Background: an optimization exercise with open tools, aiming at small area and a short achievable clock period. Do not read the settings as production practice.
At most, simulation tests tie the RTL to the original design; equivalence was not proved.
Only the layout flow was run in run 1; the RTL was not checked for function there.

==> flow/design.v (outline; a module is shown in full before it is edited, if it fits) <==
// module gardner_ted: 769 lines
// module loop_filter_pi: 311 lines
// module symbol_nco: 32 lines
// module timing_recovery_top: 39 lines
module timing_recovery_top (
  input  logic               clk,
  input  logic               reset_n,
  input  logic [31:0]        sample_i,     
  output logic [31:0]        sym_o,        
  output logic               sym_valid_o,
  output logic [18:0]        err_o,        
  output logic signed [11:0] ctrl_o
);
  // ...
==> flow/flow/run.sh <==
#!/bin/bash
# The standard layout (the standard.sh, unchanged synthesis and steps) with
# two make settings: the timing repair steps aim for 6 ns of setup slack
# (SETUP_SLACK_MARGIN=6), and every input and output port still gets its own
# buffer, but a buf_1 rather than the default delay buffer (BUFFER_PORTS_ARGS);
# the repair steps resize the ones on critical paths. The make output goes to
# standard_flow.log; each ORFS step also keeps its own log under orfs/logs.
set -euo pipefail
bash standard.sh SETUP_SLACK_MARGIN=6 "BUFFER_PORTS_ARGS=-buffer_cell sky130_fd_sc_hd__buf_1" finish > standard_flow.log 2>&1
==> flow/standard.sh <==
#!/bin/bash
# synth_recipe.tcl (not shown) runs the flow's synth.tcl, then flattens the netlist and writes it again
# the make line also repeats each setting of config.mk as NAME=value (left out here)
make -C /OpenROAD-flow-scripts/flow DESIGN_CONFIG=/design/flow/config.mk WORK_HOME=/design/flow/orfs CLKGATE_MAP_FILE= SYNTH_SCRIPT=/design/flow/synth_recipe.tcl "${@:-finish}"
==> flow/config.mk <==
export PLATFORM = sky130hd
export DESIGN_NAME = timing_recovery_top
export DESIGN_NICKNAME = timing_recovery_top
export VERILOG_FILES = /design/flow/design.v
export SDC_FILE = /design/flow/constraint.sdc
export NUM_CORES = 4
export LEC_CHECK = 0
export CAP_MARGIN = 20
export CORE_MARGIN = 2
export CORE_UTILIZATION = 40
export SLEW_MARGIN = 20
==> flow/constraint.sdc <==
create_clock -name core_clock -period 12.0 [get_ports {clk}]
set_input_delay 2.4000 -clock core_clock [delete_from_list [all_inputs] [get_ports {clk}]]
set_output_delay 2.4000 -clock core_clock [all_outputs]
set_load 0.01 [all_outputs]
==> results by group, run 1 <==
Worst hold path
  • Hold Path Cell Cnt: 0
  • Worst Hold Class: reg -> reg

Timing
  • Clock Skews: between 30 and 40 ps
  • Max-slew violation total from the final report: 0
  • Worst-margin pin slew: 873 ps
  • Final count of hold timing violations: 0
  • Tmin final: 5930 ps

Worst setup path
  • Maximum fanout along the worst path: 7
  • Worst Setup Start Kind: primary input
  • Crit path to: u_ted.t_q[37]
  • CP Class: in -> reg

Route
  • Top Metal Used: met4
  • DRC viols: 0
  • Vias per cell: roughly 5.3

Clock network
  • Clk pin slew, worst setup/hold paths: approximately 70 ps
  • Worst skew pair latency: 580 ps
  • Deepest clock path buffer count: 3

Yosys
  • Top post-synthesis cells by area: dfxtp_1, fa_1, ha_1
  • Warnings, synthesis: 4
  • Seq cells post-synth: 425
  • Avg Cell Area, Syn: 10.7 um2
  • Post-synthesis adder-cell area fraction: between 20% and 30%
  • XOR/XNOR share of the synthesized area: 9.57%
  • Asr flop ratio synth: 0%
  • Largest family of logic cells by synthesized area: adder cells

Outcome
  • Status: finished clean

GRT
  • First-pass GRT wire length: around 96000 um
  • Vias in the first global route: about 17000
  • Gr usage total: between 20% and 30%

Layout
  • Multi-input gate share of total cell area: approximately half
  • Biggest regs: u_ted.dline (320), u_ted.t_q (38), u_ted.hp_q (21)
  • Count of clock buffers in the final design: just under 60
  • Reg area: about 8700 um2

Placement
  • Number of port buffers: 97
  • Pre-CTS WS: ~4900 ps

Floorplan
  • Initial core utilization: between 40 and 50%
==> run 2: changes to the inputs <==
--- a/flow/design.v
+++ b/flow/design.v
@@ -39,18 +39,18 @@
       b0 = (k == 0) ? 1'b0 : g_q[2*k-1];
       b1 = g_q[2*k];
       b2 = g_q[2*k+1];
       one_q[k] = b0 ^ b1;
       two_q[k] = (b2 & ~b1 & ~b0) | (~b2 & b1 & b0);
       neg_q[k] = b2 & ~(b1 & b0);
     end
   end
-  logic pp_i0_1, pp_i0_2, pp_i0_3, pp_i0_4, pp_i0_5, pp_i0_6, pp_i0_7, pp_i0_8, pp_i0_9, pp_i0_10, pp_i0_11, pp_i0_12, pp_i0_13, pp_i0_14, pp_i0_15, pp_i0_16, pp_i0_17, pp_i1_18, pp_i1_19, pp_i1_20, pp_i1_21, pp_i1_22, pp_i1_23, pp_i1_24, pp_i1_25, pp_i1_26, pp_i1_27, pp_i1_28, pp_i1_29, pp_i1_30, pp_i1_31, pp_i1_32, pp_i1_33, pp_i1_34, pp_i2_35, pp_i2_36, pp_i2_37, pp_i2_38, pp_i2_39, pp_i2_40, pp_i2_41, pp_i2_42, pp_i2_43, pp_i2_44, pp_i2_45, pp_i2_46, pp_i2_47, pp_i2_48, pp_i2_49, pp_i2_50, pp_i2_51, pp_i3_52, pp_i3_53, pp_i3_54, pp_i3_55, pp_i3_56, pp_i3_57, pp_i3_58, pp_i3_59, pp_i3_60, pp_i3_61, pp_i3_62, pp_i3_63, pp_i3_64, pp_i3_65, pp_i3_66, pp_i4_67, pp_i4_68, pp_i4_69, pp_i4_70, pp_i4_71, pp_i4_72, pp_i4_73, pp_i4_74, pp_i4_75, pp_i4_76, pp_i4_77, pp_i4_78, pp_i4_79, pp_i5_80, pp_i5_81, pp_i5_82, pp_i5_83, pp_i5_84, pp_i5_85, pp_i5_86, pp_i5_87, pp_i5_88, pp_i5_89, pp_i5_90, pp_i6_91, pp_i6_92, pp_i6_93, pp_i6_94, pp_i6_95, pp_i6_96, pp_i6_97, pp_i6_98, pp_i6_99, pp_i7_100, pp_i7_101, pp_i7_102, pp_i7_103, pp_i7_104, pp_i7_105, pp_i7_106, pp_q0_107, pp_q0_108, pp_q0_109, pp_q0_110, pp_q0_111, pp_q0_112, pp_q0_113, pp_q0_114, pp_q0_115, pp_q0_116, pp_q0_117, pp_q0_118, pp_q0_119, pp_q0_120, pp_q0_121, pp_q0_122, pp_q0_123, pp_q1_124, pp_q1_125, pp_q1_126, pp_q1_127, pp_q1_128, pp_q1_129, pp_q1_130, pp_q1_131, pp_q1_132, pp_q1_133, pp_q1_134, pp_q1_135, pp_q1_136, pp_q1_137, pp_q1_138, pp_q1_139, pp_q1_140, pp_q2_141, pp_q2_142, pp_q2_143, pp_q2_144, pp_q2_145, pp_q2_146, pp_q2_147, pp_q2_148, pp_q2_149, pp_q2_150, pp_q2_151, pp_q2_152, pp_q2_153, pp_q2_154, pp_q2_155, pp_q2_156, pp_q2_157, pp_q3_158, pp_q3_159, pp_q3_160, pp_q3_161, pp_q3_162, pp_q3_163, pp_q3_164, pp_q3_165, pp_q3_166, pp_q3_167, pp_q3_168, pp_q3_169, pp_q3_170, pp_q3_171, pp_q3_172, pp_q4_173, pp_q4_174, pp_q4_175, pp_q4_176, pp_q4_177, pp_q4_178, pp_q4_179, pp_q4_180, pp_q4_181, pp_q4_182, pp_q4_183, pp_q4_184, pp_q4_185, pp_q5_186, pp_q5_187, pp_q5_188, pp_q5_189, pp_q5_190, pp_q5_191, pp_q5_192, pp_q5_193, pp_q5_194, pp_q5_195, pp_q5_196, pp_q6_197, pp_q6_198, pp_q6_199, pp_q6_200, pp_q6_201, pp_q6_202, pp_q6_203, pp_q6_204, pp_q6_205, pp_q7_206, pp_q7_207, pp_q7_208, pp_q7_209, pp_q7_210, pp_q7_211, pp_q7_212, hpr213, hpr214, hpr215, hpr216, hpr217, hpr218, hpr219, hpr220, hpr221, hpr222, hpr223, hpr224, hpr225, hpr226, hpr227, hpr228, hpr229, hpr230, hpr231, hpr232, hpr233, s234, c235, s236, c237, s238, c239, s240, c241, s242, c243, s244, c245, s246, c247, s248, c249, s250, c251, s252, c253, s254, c255, s256, c257, s258, c259, s260, c261, s262, c263, s264, c265, s266, c267, s268, c269, s270, c271, s272, c273, s274, c275, s276, c277, s278, c279, s280, c281, s282, c283, s284, c285, s286, c287, s288, c289, s290, c291, s292, c293, s294, c295, s296, c297, s298, c299, s300, c301, s302, c303, s304, c305, s306, c307, s308, c309, s310, c311, s312, c313, s314, c315, s316, c317, s318, c319, s320, c321, s322, c323, s324, c325, s326, c327, s328, c329, s330, c331, s332, c333, s334, c335, s336, c337, s338, c339, s340, c341, s342, c343, s344, c345, s346, c347, s348, c349, s350, c351, s352, c353, s354, c355, s356, c357, s358, c359, s360, c361, s362, c363, s364, c365, s366, c367, s368, c369, s370, c371, s372, c373, s374, c375, s376, c377, s378, c379, s380, c381, s382, c383, s384, c385, s386, c387, s388, c389, s390, c391, s392, c393, s394, c395, s396, c397, s398, c399, s400, c401, s402, c403, s404, c405, s406, c407, s408, c409, s410, c411, s412, c413, s414, c415, s416, c417, s418, c419, s420, c421, s422, c423, s424, c425, s426, c427, s428, c429, s430, c431, s432, c433, s434, c435, s436, c437, s438, c439, s440, c441, s442, c443, s444, c445, s446, c447, s448, c449, s450, c451, s452, c453, s454, c455, s456, c457, s458, c459, s460, c461, s462, c463, s464, c465, s466, c467, s468, c469, s470, c471, s472, c473, s474, c475, s476, c477, s478, c479, s480, c481, s482, c483, s484, c485, s486, c487, s488, c489, s490, c491, s492, c493, s494, c495, s496, c497, s498, c499, s500, c501, s502, c503, s504, c505, s506, c507, s508, c509, s510, c511, s512, c513, s514, c515, s516, c517, s518, c519, s520, c521, s522, c523, s524, c525, s526, c527, s528, c529, s530, c531, s532, c533, s534, c535, s536, c537, s538, c539, s540, c541, s542, c543, s544, c545, s546, c547, s548, c549, s550, c551, s552, c553, s554, c555, s556, c557, s558, c559, s560, c561, s562, c563, s564, c565, s566, c567, s568, c569, s570, c571, s572, c573, s574, c575, s576, c577, s578, c579, s580, c581, s582, c583, s584, c585, s586, c587, s588, c589, s590, c591, s592, c593, s594, c595, s596, c597, s598, c599, s600, c601, s602, c603, s604, c605, s606, c607, s608, c609, s610, c611, s612, c613, s614, c615, s616, c617, s618, c619, s620, c621, s622, c623, s624, c625, s626, c627, s628, c629, s630, c631, s632, c633, s634, c635, s636, c637, s638, c639, x640, x641, x642, x643, x644, x645, x646, x647, x648, s649, c650, s651, c652, s653, c654, s655, c656, s657, c658, s659, c660, s661, c662, s663, c664, x665, x666, x667, x668, x669;
-  logic [37:0] t_q;   
+  logic pp_i0_1, pp_i0_2, pp_i0_3, pp_i0_4, pp_i0_5, pp_i0_6, pp_i0_7, pp_i0_8, pp_i0_9, pp_i0_10, pp_i0_11, pp_i0_12, pp_i0_13, pp_i0_14, pp_i0_15, pp_i0_16, pp_i0_17, pp_i1_18, pp_i1_19, pp_i1_20, pp_i1_21, pp_i1_22, pp_i1_23, pp_i1_24, pp_i1_25, pp_i1_26, pp_i1_27, pp_i1_28, pp_i1_29, pp_i1_30, pp_i1_31, pp_i1_32, pp_i1_33, pp_i1_34, pp_i2_35, pp_i2_36, pp_i2_37, pp_i2_38, pp_i2_39, pp_i2_40, pp_i2_41, pp_i2_42, pp_i2_43, pp_i2_44, pp_i2_45, pp_i2_46, pp_i2_47, pp_i2_48, pp_i2_49, pp_i2_50, pp_i2_51, pp_i3_52, pp_i3_53, pp_i3_54, pp_i3_55, pp_i3_56, pp_i3_57, pp_i3_58, pp_i3_59, pp_i3_60, pp_i3_61, pp_i3_62, pp_i3_63, pp_i3_64, pp_i3_65, pp_i3_66, pp_i4_67, pp_i4_68, pp_i4_69, pp_i4_70, pp_i4_71, pp_i4_72, pp_i4_73, pp_i4_74, pp_i4_75, pp_i4_76, pp_i4_77, pp_i4_78, pp_i4_79, pp_i5_80, pp_i5_81, pp_i5_82, pp_i5_83, pp_i5_84, pp_i5_85, pp_i5_86, pp_i5_87, pp_i5_88, pp_i5_89, pp_i5_90, pp_i6_91, pp_i6_92, pp_i6_93, pp_i6_94, pp_i6_95, pp_i6_96, pp_i6_97, pp_i6_98, pp_i6_99, pp_i7_100, pp_i7_101, pp_i7_102, pp_i7_103, pp_i7_104, pp_i7_105, pp_i7_106, pp_q0_107, pp_q0_108, pp_q0_109, pp_q0_110, pp_q0_111, pp_q0_112, pp_q0_113, pp_q0_114, pp_q0_115, pp_q0_116, pp_q0_117, pp_q0_118, pp_q0_119, pp_q0_120, pp_q0_121, pp_q0_122, pp_q0_123, pp_q1_124, pp_q1_125, pp_q1_126, pp_q1_127, pp_q1_128, pp_q1_129, pp_q1_130, pp_q1_131, pp_q1_132, pp_q1_133, pp_q1_134, pp_q1_135, pp_q1_136, pp_q1_137, pp_q1_138, pp_q1_139, pp_q1_140, pp_q2_141, pp_q2_142, pp_q2_143, pp_q2_144, pp_q2_145, pp_q2_146, pp_q2_147, pp_q2_148, pp_q2_149, pp_q2_150, pp_q2_151, pp_q2_152, pp_q2_153, pp_q2_154, pp_q2_155, pp_q2_156, pp_q2_157, pp_q3_158, pp_q3_159, pp_q3_160, pp_q3_161, pp_q3_162, pp_q3_163, pp_q3_164, pp_q3_165, pp_q3_166, pp_q3_167, pp_q3_168, pp_q3_169, pp_q3_170, pp_q3_171, pp_q3_172, pp_q4_173, pp_q4_174, pp_q4_175, pp_q4_176, pp_q4_177, pp_q4_178, pp_q4_179, pp_q4_180, pp_q4_181, pp_q4_182, pp_q4_183, pp_q4_184, pp_q4_185, pp_q5_186, pp_q5_187, pp_q5_188, pp_q5_189, pp_q5_190, pp_q5_191, pp_q5_192, pp_q5_193, pp_q5_194, pp_q5_195, pp_q5_196, pp_q6_197, pp_q6_198, pp_q6_199, pp_q6_200, pp_q6_201, pp_q6_202, pp_q6_203, pp_q6_204, pp_q6_205, pp_q7_206, pp_q7_207, pp_q7_208, pp_q7_209, pp_q7_210, pp_q7_211, pp_q7_212, hpr213, hpr214, hpr215, hpr216, hpr217, hpr218, hpr219, hpr220, hpr221, hpr222, hpr223, hpr224, hpr225, hpr226, hpr227, hpr228, hpr229, hpr230, hpr231, hpr232, hpr233, s234, c235, s236, c237, s238, c239, s240, c241, s242, c243, s244, c245, s246, c247, s248, c249, s250, c251, s252, c253, s254, c255, s256, c257, s258, c259, s260, c261, s262, c263, s264, c265, s266, c267, s268, c269, s270, c271, s272, c273, s274, c275, s276, c277, s278, c279, s280, c281, s282, c283, s284, c285, s286, c287, s288, c289, s290, c291, s292, c293, s294, c295, s296, c297, s298, c299, s300, c301, s302, c303, s304, c305, s306, c307, s308, c309, s310, c311, s312, c313, s314, c315, s316, c317, s318, c319, s320, c321, s322, c323, s324, c325, s326, c327, s328, c329, s330, c331, s332, c333, s334, c335, s336, c337, s338, c339, s340, c341, s342, c343, s344, c345, s346, c347, s348, c349, s350, c351, s352, c353, s354, c355, s356, c357, s358, c359, s360, c361, s362, c363, s364, c365, s366, c367, s368, c369, s370, c371, s372, c373, s374, c375, s376, c377, s378, c379, s380, c381, s382, c383, s384, c385, s386, c387, s388, c389, s390, c391, s392, c393, s394, c395, s396, c397, s398, c399, s400, c401, s402, c403, s404, c405, s406, c407, s408, c409, s410, c411, s412, c413, s414, c415, s416, c417, s418, c419, s420, c421, s422, c423, s424, c425, s426, c427, s428, c429, s430, c431, s432, c433, s434, c435, s436, c437, s438, c439, s440, c441, s442, c443, s444, c445, s446, c447, s448, c449, s450, c451, s452, c453, s454, c455, s456, c457, s458, c459, s460, c461, s462, c463, s464, c465, s466, c467, s468, c469, s470, c471, s472, c473, s474, c475, s476, c477, s478, c479, s480, c481, s482, c483, s484, c485, s486, c487, s488, c489, s490, c491, s492, c493, s494, c495, s496, c497, s498, c499, s500, c501, s502, c503, s504, c505, s506, c507, s508, c509, s510, c511, s512, c513, s514, c515, s516, c517, s518, c519, s520, c521, s522, c523, s524, c525, s526, c527, s528, c529, s530, c531, s532, c533, s534, c535, s536, c537, s538, c539, s540, c541, s542, c543, s544, c545, s546, c547, s548, c549, s550, c551, s552, c553, s554, c555, s556, c557, s558, c559, s560, c561, s562, c563, s564, c565, s566, c567, s568, c569, s570, c571, s572, c573, s574, c575, s576, c577, s578, c579, s580, c581, s582, c583, s584, c585, s586, c587, s588, c589, s590, c591, s592, c593, s594, c595, s596, c597, s598, c599, s600, c601, s602, c603, s604, c605, s606, c607, s608, c609, s610, c611, s612, c613, s614, c615, s616, c617, s618, c619, s620, c621, s622, c623, s624, c625, s626, c627, s628, c629, s630, c631, s632, c633, s634, c635, s636, c637, s638, c639, x640, x641, x642, x643, x644, x645, x646, x647, x648, x649, x650, x651, x652;
+  logic [48:0] t_q;   
   assign pp_i0_1 = ((one_i[0] & m_i[0]) | (two_i[0] & 1'b0)) ^ neg_i[0];
   assign pp_i0_2 = ((one_i[0] & m_i[1]) | (two_i[0] & m_i[0])) ^ neg_i[0];
   assign pp_i0_3 = ((one_i[0] & m_i[2]) | (two_i[0] & m_i[1])) ^ neg_i[0];
   assign pp_i0_4 = ((one_i[0] & m_i[3]) | (two_i[0] & m_i[2])) ^ neg_i[0];
   assign pp_i0_5 = ((one_i[0] & m_i[4]) | (two_i[0] & m_i[3])) ^ neg_i[0];
   assign pp_i0_6 = ((one_i[0] & m_i[5]) | (two_i[0] & m_i[4])) ^ neg_i[0];
   assign pp_i0_7 = ((one_i[0] & m_i[6]) | (two_i[0] & m_i[5])) ^ neg_i[0];
   assign pp_i0_8 = ((one_i[0] & m_i[7]) | (two_i[0] & m_i[6])) ^ neg_i[0];
@@ -689,81 +689,73 @@
   assign x641 = pp_i3_66 ^ pp_i4_79 ^ pp_i5_90;
   assign x642 = pp_i6_99 ^ pp_i7_106 ^ pp_q2_157;
   assign x643 = pp_q3_172 ^ pp_q4_185 ^ pp_q5_196;
   assign x644 = pp_q6_205 ^ pp_q7_212 ^ c615;
   assign x645 = c617 ^ c619 ^ c621;
   assign x646 = c623 ^ c625 ^ c627;
   assign x647 = c629 ^ c631 ^ c633;
   assign x648 = c635 ^ c637 ^ c639;
-  assign s649 = t_q[12] ^ t_q[13];
-  assign c650 = t_q[12] & t_q[13];
-  assign s651 = t_q[15] ^ t_q[16];
-  assign c652 = t_q[15] & t_q[16];
-  assign s653 = t_q[17] ^ t_q[18];
-  assign c654 = t_q[17] & t_q[18];
-  assign s655 = t_q[19] ^ t_q[20];
-  assign c656 = t_q[19] & t_q[20];
-  assign s657 = t_q[21] ^ t_q[22];
-  assign c658 = t_q[21] & t_q[22];
-  assign s659 = t_q[23] ^ t_q[24];
-  assign c660 = t_q[23] & t_q[24];
-  assign s661 = t_q[25] ^ t_q[26];
-  assign c662 = t_q[25] & t_q[26];
-  assign s663 = t_q[27] ^ t_q[28];
-  assign c664 = t_q[27] & t_q[28];
-  assign x665 = t_q[29] ^ t_q[30] ^ t_q[31];
-  assign x666 = t_q[32] ^ t_q[33] ^ t_q[34];
-  assign x667 = t_q[35] ^ t_q[36] ^ t_q[37];
-  assign x668 = c664 ^ x665 ^ x666;
-  assign x669 = x667 ^ x668;
-  logic [12:0] lo_sum;
-  assign lo_sum = {1'b0, {c377, s374, s350, s330, s310, s294, s278, s266, s254, s246, s238, s234}} + {1'b0, {s400, s376, s352, s332, s312, s296, s280, s268, s256, s248, s240, s236}};
+  assign x649 = t_q[40] ^ t_q[41] ^ t_q[42];
+  assign x650 = t_q[43] ^ t_q[44] ^ t_q[45];
+  assign x651 = t_q[46] ^ t_q[47] ^ t_q[48];
+  assign x652 = x649 ^ x650 ^ x651;
   logic [20:0] err_full;
   logic        vld_q;
-  assign err_full = {x669, c662, c660, c658, c656, c654, c652, c650, t_q[14], t_q[11], t_q[10], t_q[9], t_q[8], t_q[7], t_q[6], t_q[5], t_q[4], t_q[3], t_q[2], t_q[1], t_q[0]} + {1'b0, s663, s661, s659, s657, s655, s653, s651, s649, 1'b0, 1'b0, 1'b0, 1'b0, 1'b0, 1'b0, 1'b0, 1'b0, 1'b0, 1'b0, 1'b0, 1'b0};
+  assign err_full = {x652, t_q[38], t_q[36], t_q[34], t_q[32], t_q[30], t_q[28], t_q[26], t_q[24], t_q[22], t_q[20], t_q[18], t_q[16], t_q[14], t_q[12], t_q[10], t_q[8], t_q[6], t_q[4], t_q[2], t_q[0]} + {1'b0, t_q[39], t_q[37], t_q[35], t_q[33], t_q[31], t_q[29], t_q[27], t_q[25], t_q[23], t_q[21], t_q[19], t_q[17], t_q[15], t_q[13], t_q[11], t_q[9], t_q[7], t_q[5], t_q[3], t_q[1]};
   always_ff @(posedge clk) begin
-    t_q[0] <= lo_sum[0];
-    t_q[1] <= lo_sum[1];
-    t_q[2] <= lo_sum[2];
-    t_q[3] <= lo_sum[3];
-    t_q[4] <= lo_sum[4];
-    t_q[5] <= lo_sum[5];
-    t_q[6] <= lo_sum[6];
-    t_q[7] <= lo_sum[7];
-    t_q[8] <= lo_sum[8];
-    t_q[9] <= lo_sum[9];
-    t_q[10] <= lo_sum[10];
-    t_q[11] <= lo_sum[11];
-    t_q[12] <= c401;
-    t_q[13] <= s428;
-    t_q[14] <= lo_sum[12];
-    t_q[15] <= s454;
-    t_q[16] <= s456;
-    t_q[17] <= c457;
-    t_q[18] <= s488;
-    t_q[19] <= c489;
-    t_q[20] <= s520;
-    t_q[21] <= c521;
-    t_q[22] <= s552;
-    t_q[23] <= c553;
-    t_q[24] <= s582;
-    t_q[25] <= c583;
-    t_q[26] <= s612;
-    t_q[27] <= c613;
-    t_q[28] <= s638;
-    t_q[29] <= x640;
-    t_q[30] <= x641;
-    t_q[31] <= x642;
-    t_q[32] <= x643;
-    t_q[33] <= x644;
-    t_q[34] <= x645;
-    t_q[35] <= x646;
-    t_q[36] <= x647;
-    t_q[37] <= x648;
+    t_q[0] <= s234;
+    t_q[1] <= s236;
+    t_q[2] <= s238;
+    t_q[3] <= s240;
+    t_q[4] <= s246;
+    t_q[5] <= s248;
+    t_q[6] <= s254;
+    t_q[7] <= s256;
+    t_q[8] <= s266;
+    t_q[9] <= s268;
+    t_q[10] <= s278;
+    t_q[11] <= s280;
+    t_q[12] <= s294;
+    t_q[13] <= s296;
+    t_q[14] <= s310;
+    t_q[15] <= s312;
+    t_q[16] <= s330;
+    t_q[17] <= s332;
+    t_q[18] <= s350;
+    t_q[19] <= s352;
+    t_q[20] <= s374;
+    t_q[21] <= s376;
+    t_q[22] <= c377;
+    t_q[23] <= s400;
+    t_q[24] <= c401;
+    t_q[25] <= s428;
+    t_q[26] <= s454;
+    t_q[27] <= s456;
+    t_q[28] <= c457;
+    t_q[29] <= s488;
+    t_q[30] <= c489;
+    t_q[31] <= s520;
+    t_q[32] <= c521;
+    t_q[33] <= s552;
+    t_q[34] <= c553;
+    t_q[35] <= s582;
+    t_q[36] <= c583;
+    t_q[37] <= s612;
+    t_q[38] <= c613;
+    t_q[39] <= s638;
+    t_q[40] <= x640;
+    t_q[41] <= x641;
+    t_q[42] <= x642;
+    t_q[43] <= x643;
+    t_q[44] <= x644;
+    t_q[45] <= x645;
+    t_q[46] <= x646;
+    t_q[47] <= x647;
+    t_q[48] <= x648;
     if (hp_load_i) hp_q <= err_full;
   end
   always_ff @(posedge clk) begin
     if (!reset_n) vld_q <= 1'b0;
     else          vld_q <= stb;
   end
   assign err_o       = {err_full[20:3], vld_q};
   assign sym_o       = dline[1];
==> flow/run.sh (new file) <==
#!/bin/bash
# synth_recipe.tcl (not shown) runs the flow's synth.tcl, then flattens the netlist and writes it again
# the make line also repeats each setting of config.mk as NAME=value (left out here)
make -C /OpenROAD-flow-scripts/flow DESIGN_CONFIG=/design/flow/config.mk WORK_HOME=/design/flow/orfs CLKGATE_MAP_FILE= SYNTH_SCRIPT=/design/flow/synth_recipe.tcl finish
==> flow/config.mk (replaced) <==
export PLATFORM = sky130hd
export DESIGN_NAME = timing_recovery_top
export DESIGN_NICKNAME = timing_recovery_top
export VERILOG_FILES = /design/flow/design.v
export SDC_FILE = /design/flow/constraint.sdc
export NUM_CORES = 4
export LEC_CHECK = 0
export CAP_MARGIN = 20
export CORE_MARGIN = 2
export CORE_UTILIZATION = 40
export SETUP_SLACK_MARGIN = 5
export SLEW_MARGIN = 20
removed: flow/flow/run.sh
removed: flow/standard.sh
==> results by group, run 2 <==
Layout
  • Largest register FFs: 320
  • Biggest regs: u_ted.dline (320), u_ted.t_q (49), u_ted.hp_q (21)
  • Commonest non-fill, non-tap cell in the layout: dfxtp_1
  • Area delta synth->final: 13.6%
  • Commonest cells after routing, fill and taps aside: dfxtp_1, inv_1, fa_1, xnor2_1, a22oi_1
  • Largest reg by FF count: u_ted.dline
  • Post-layout net count: between 2000 and 3000
  • Share of cells above drive strength 1: 7.96%
  • Util after Layout: between 40% and 50%

GRT
  • Vias in the first global route: 16900 (+0.27%)
  • Grt total ovfl: 0
  • Largest net degree at the start of global routing: 35
  • Antenna violations before repair: 0
  • Gr usage total: 21.2% (+0.81 points)
  • First-pass GRT wire length: 102000 um (+5.9%)

Timing
  • Peak Freq: about 140 MHz
  • Final count of hold timing violations: 0 (unchanged)
  • Max-slew violation total from the final report: 0 (unchanged)
  • Period utilisation layout: around three fifths
  • Tmin final: 6990 ps (+1060 ps)
  • Clock Skews: 17.3 ps (-14.9 ps)
  • Max_slew headroom: 19.8%
  • Worst-margin pin slew: 1190 ps (+321 ps)
  • Final setup fails: 0
  • RSZ-0062 raised after global routing: yes
  • TNS Setup: 0 ps

Route
  • Vias per cell: 5.35 (+1.5%)
  • Drt initial violations: approximately 1500
  • DRC viols: 0 (unchanged)
  • Routed Antenna Nets: 0
  • 1st-pass router iterations: 6
  • Routed wire length: around 65000 um
  • Vias: roughly 17000
  • Routed length per instance: 21.0 um

Floorplan
  • Die area: approximately 62000 um2
  • Initial core utilization: 40.2% (-0.070 points)
  • Chip width: between 200 and 250 um
  • Core Region: roughly 60000 um2
  • Die Span Y: 250 um
  • Num rows: 90
  • # IOs: ~100

Worst setup path
  • Slowest Stage Delay on Critical Path: around 890 ps
  • Gate family responsible for the most delay along the worst path: adder cells
  • Worst path buffer plus inverter count: 2
  • Cell Chain, Critical Path: clkdlybuf4s50_1 -> a22oi_1 -> xnor2_1 -> fa_1 -> fa_1 -> fa_1 -> fa_1 -> fa_1 -> inv_1 -> fa_1 -> fa_1 -> xnor2_1 -> xnor2_1
  • Worst path depth: 13
  • R2r worst-path depth: 18
  • Maximum fanout along the worst path: 17 (+10)
  • Worst Setup Start Kind: primary input
  • Nature of the critical path endpoint: register
  • Crit-path slowest cell: clkdlybuf4s50_1
  • CP most frequent cell: fa_1
  • CP Class: in -> reg
  • CP required: 12510 ps
  • CP Data Arrival Time: around 7500 ps

Yosys
  • Commonest cells in the netlist: dfxtp_1, inv_1, fa_1
  • Seq cells post-synth: 436 (+2.6%)
  • Register area share after synthesis: between 30% and 40%
  • Warnings, synthesis: 4 (unchanged)
  • Post-synth top area share: about a third
  • Top-count cell post-synth: dfxtp_1
  • Cells after Synth: approximately 2200
  • Leading area contributor after synthesis: dfxtp_1
  • Syn_nets: roughly 2600
  • Top post-synthesis cells by area: dfxtp_1, fa_1, xnor2_1
  • Avg Cell Area, Syn: 10.8 um2 (+1.4%)
  • Post-synth cell types: between 90 and 100
  • Ys flop type: dfxtp_1
  • Asr flop ratio synth: 0% (unchanged)
  • Synthesized cell area: 24200 um2
  • Post-synth EDFFs: 21

Placement
  • Number of port buffers: 97 (unchanged)
  • Placer Congestion: 0.967
  • Dpl hpwl: between 40000 and 50000 um

Worst hold path
  • Hold Path Cell Cnt: 0 (unchanged)
  • Worst Hold Class: reg -> reg

Clock network
  • CTS Hold Bufs: 0
  • CTS tree: built
  • H-tree levels: 2
  • CTS sink cnt: 436
  • Root Driver: clkbuf_16
  • Clk pin slew, worst setup/hold paths: 60 ps (about the same)
  • Deepest clock path buffer count: 3 (unchanged)
  • Worst skew pair latency: 590 ps (about the same)
  • Total CTS buffers: 46

Outcome
  • Status: finished clean

Run
  • Max Cap Viol: 0
run 2: cell types whose count changed after synthesis, moves of 9 or more:
cell,previous run,this run
dfxtp_1,404,415
and3_1,4,15
nor2_1,59,76
ha_1,126,117
xor2_1,88,73
buf_2,3,12
xnor2_1,171,192
inv_1,268,222
run 2: cell families after synthesis:
| kind of cell | after synthesis | synth area share (%) |
|---|---|---|
| DFF | 436 | 36.9 |
| adders and majority gates | 331 | 23.3 |
| muxes | 69 | 2.93 |
| xor gates and xnor gates | 267 | 9.73 |
| and+or+nand+nor | 297 | 6.56 |
| AOI/OAI and AO/OA | 477 | 14.5 |
| buffers and inverters | 358 | 5.98 |
run 2: per-layer routing:
metal	GRT usage [%]	vias to the layer above	wire length [um]
met1	30.1	8208	29700
li1	-	7696	-
met5	0	-	0
met3	3.39	128	4240
met2	32.4	586	29000
met4	8.18	0	2310
run 2: worst reg2reg max path: stages (launching register included):
cell and delay [ps]:
dfxtp_2 660, buf_6 410, mux2i_1 570, inv_1 120
ha_1 230, nor2_2 480, inv_2 310, xnor2_1 230
fa_1 490, inv_1 60, fa_1 450, fa_1 480
fa_1 470, fa_1 530, inv_1 50, fa_1 390
fa_1 410, xnor2_1 180, xnor2_1 130
run 2: worst paths after layout:
path / startpoint / endpoint / slack, ps
worst max-delay path: sample_i[16] / u_ted.t_q[48] / 5010
worst min-delay path: u_ted.dline[3][20] / u_ted.dline[4][20] / 320
worst max register to register: u_nco.strobe_q / u_ted.t_q[48] / 5300
worst min register to register: u_ted.dline[3][20] / u_ted.dline[4][20] / 320
run 2: layout make-up:
type                       count  area (um2)
fill                        5642       32700
tap                          782         978
inverter                     229         868
antenna                        1        2.50
sequential                   436        8940
timing repair buffer         135        1260
multi-input combinational   1441       13800
clock inverter                22         340
clock buffer                  61        1240
run 2: through the flow:
stage	hold slack, ps	setup slack [ps]	instance area [um2]	instances
2_1_floorplan	310	5260	24200	2235
3_3_place_gp	310	4420	25800	3019
3_5_place_dp	312	4410	25800	3019
4_1_cts	320	5020	27400	3103
5_1_grt	326	4870	27500	3106
6_report	319	5010	27500	3107
run 2: what timing repair did:
action / in CTS / in global routing
setup endpoints to repair: 3 / 6
gates resized for setup: 4 / 4
setup buffers: 1 / 3

## port drivers added, routing unchanged
Ports are ideal in the flow. The routed layouts listed here were re-timed in OpenROAD.
Step 1 assumes that a clkbuf_16 drives the clock port and a buf_2 every other input.
Step 2 adds t to the input delays and takes it off the output delays; t is the mean of the earliest and latest rising clock arrival at the registers after step 1. Input paths then give back, and output paths get back, about the clock's delay inside the block.
Three values: ideal, step 1, step 2; two values: the first two.
| run | t, ns | setup slack, ns | clock arrival spread, ns | worst register clock-pin slew, ns | cell pins on the clock port's net |
|---|---|---|---|---|---|
| run 1 | 0.631 | 6.071 / 6.114 / 5.483 | 0.033 / 0.033 | 0.07 / 0.07 | 1 |
| run 2 | 0.635 | 5.011 / 5.041 / 4.405 | 0.021 / 0.021 | 0.06 / 0.06 | 1 |
After both steps setup and hold are still met in every run listed. The setup slack of run 2, which loses most, moves by +0.030 ns with the drivers and by -0.606 ns with both steps.
